Background: an optimization exercise with open tools, aiming at small area and a short achievable clock period. Do not read the settings as production practice. No activity file was given, so power comes from the tool's default toggle rates.

Design divTop, start of the top module:
module divTop (
    input  logic        clk,
    input  logic        arstN,
    input  logic        inValid,
    input  logic [15:0] dividend,
    input  logic [15:0] divisor,
    output logic        outValid,
    output logic [15:0] quotient,
    output logic [15:0] remainder,
    output logic        err
);
Size in the first run: roughly 1900 cells after synthesis, ~320 flip-flops, about 15000 sq um of cells after synthesis.
export LEC_CHECK = 0
export ABC_AREA = 1
export CAP_MARGIN = 20
export CORE_MARGIN = 2
export CORE_UTILIZATION = 40
export CTS_BUF_LIST = sky130_fd_sc_hd__clkbuf_16
export CTS_CLUSTER_DIAMETER = 150
export CTS_CLUSTER_SIZE = 25
export SLEW_MARGIN = 20
create_clock -name core_clock -period 11.0 [get_ports {clk}]
standard.sh (not shown) runs the stock make flow with config.mk's settings and CLKGATE_MAP_FILE= SYNTH_SCRIPT=/design/flow/synth_recipe.tcl, a recipe that flattens the netlist after the stock synthesis.
==> flow/flow/run.sh <==
#!/bin/bash
# Standard layout (the standard.sh), with timing repair aiming a few ns below the clock
# period (flow/margin.txt, passed as SETUP_SLACK_MARGIN) and any extra ORFS make variables
# listed one per line in flow/extra.txt. The whole output goes to standard_flow.log here.
set -euo pipefail
cd "$(dirname "$0")/.."
MARGIN=$(cat flow/margin.txt)
ARGS=()
if [[ -f flow/extra.txt ]]; then
  while IFS= read -r line; do
    [[ -n "$line" ]] && ARGS+=("$line")
  done < flow/extra.txt
fi
bash standard.sh "SETUP_SLACK_MARGIN=$MARGIN" "${ARGS[@]}" finish > standard_flow.log 2>&1
==> flow/flow/extra.txt <==
BUFFER_PORTS_ARGS=-buffer_cell sky130_fd_sc_hd__buf_2
==> flow/flow/margin.txt <==
7.5
Then changed:
--- a/flow/design.v
+++ b/flow/design.v
@@ -8,32 +8,28 @@
     output logic        outValid,
     output logic [15:0] quotient,
     output logic [15:0] remainder,
     output logic        err
 );
     logic [14:0] am_c, dm_c;
     logic        neg_c, err_c;
-    logic [14:0] az_c, bz_c;
-    assign az_c[0] = 1'b0;
-    assign bz_c[0] = 1'b0;
-    genvar ga;
-    for (ga = 1; ga < 15; ga++) begin : gA
-        assign az_c[ga] = |dividend[ga-1:0];
-        assign bz_c[ga] = |divisor[ga-1:0];
-    end
-    assign am_c  = dividend[14:0] ^ ({15{dividend[15]}} & az_c);
-    assign dm_c  = divisor[14:0] ^ ({15{divisor[15]}} & bz_c);
+    assign am_c  = dividend[15] ? (~dividend[14:0] + 15'd1) : dividend[14:0];
+    assign dm_c  = divisor[15] ? (~divisor[14:0] + 15'd1) : divisor[14:0];
     assign neg_c = dividend[15] ^ divisor[15];
     assign err_c = (dividend == 16'h8000) || (divisor[14:0] == 15'd0);
-    logic am14_c, dOne_c;
-    assign am14_c = dividend[15] ? (~dividend[14] ^ (dividend[13:0] == 14'd0)) : dividend[14];
-    assign dOne_c = (divisor == 16'h0001) || (divisor == 16'hffff);
-    logic [0:0] qs0, r0;
-    assign qs0 = am14_c & dOne_c;
-    assign r0  = am14_c & ~dOne_c;
+    logic [0:0] s0;
+    assign s0 = am_c[14];
+    logic [1:0] t0;
+    assign t0 = {1'b0, s0} - {1'b0, dm_c[0:0]};
+    logic qb0;
+    assign qb0 = ~t0[1] & (dm_c[14:1] == 14'd0);
+    logic [0:0] r0;
+    assign r0 = qb0 ? t0[0:0] : s0;
+    logic [0:0] qs0;
+    assign qs0 = qb0;
     logic [13:0] ar_1;
     assign ar_1 = am_c[13:0];
     logic v_1;
     always_ff @(posedge clk or negedge arstN)
         if (!arstN) v_1 <= 1'b0;
         else        v_1 <= inValid;
     logic [14:0] d_1;
@@ -307,21 +303,15 @@
     logic qb14;
     assign qb14 = ~t14[15];
     logic [14:0] r14;
     assign r14 = qb14 ? t14[14:0] : s14;
     logic [14:0] qs14;
     assign qs14 = {q_7, qb14};
     logic [15:0] qo_c;
-    logic [15:0] z_c;
-    assign z_c[0] = 1'b0;
-    genvar gz;
-    for (gz = 1; gz < 16; gz++) begin : gZ
-        assign z_c[gz] = |qs14[gz-1:0];
-    end
-    assign qo_c = {1'b0, qs14} ^ ({16{neg_7}} & z_c);
+    assign qo_c = neg_7 ? (16'd0 - {1'b0, qs14}) : {1'b0, qs14};
     logic v_8;
     always_ff @(posedge clk or negedge arstN)
         if (!arstN) v_8 <= 1'b0;
         else        v_8 <= v_7;
     logic [15:0] qo_8;
     logic [14:0] r_8;
     logic [0:0] err_8;
After rerunning: The new run produced a clean layout; via count drops by 3.4%; critical path depth climbs by 5; sequential share of layout area drops by 0.35 points; hold slack loses 4.3 ps; maximum frequency drops by 11%; synthesized cell count drops by 4.7%; setup slack loses 440 ps; cell area climbs by 1.1%; global-route usage drops by 0.20 points; power drops by 1.6%; non-clock buffer count climbs by 31; first-iteration DRC count drops by 3.2%; utilization climbs by 1.7 points.
No functional check of the RTL was part of any run of this note.

## port drivers added, routing unchanged
How much do the figures lean on ideal ports? The routed layouts below were timed once more, with nothing changed but the port constraints.
Step 1 sets driving cells, clkbuf_16 on the clock port and buf_2 on the other inputs (assumed; they add their load-dependent delay and slew).
Step 2 also shifts input and output timing later by t, the mid clock arrival at the registers, as if the neighbouring blocks saw the same clock.
a / b / c = ideal ports / drivers / drivers and shift; a / b = the first two.
run | t (ns) | setup slack, ns | worst setup path at the end | worst register clock-pin slew, ns | worst slew at a driven data input, ns
the first run | 0.552 | 7.577 / 7.577 / 7.427 | input to register | 0.11 / 0.11 | 0.03
the second run | 0.556 | 7.133 / 7.142 / 6.585 | input to register | 0.11 / 0.11 | 0.05
After both steps every run listed still meets setup and hold. For the second run, which loses most, drivers alone change the setup slack by +0.009 ns; drivers and shift together by -0.548 ns.
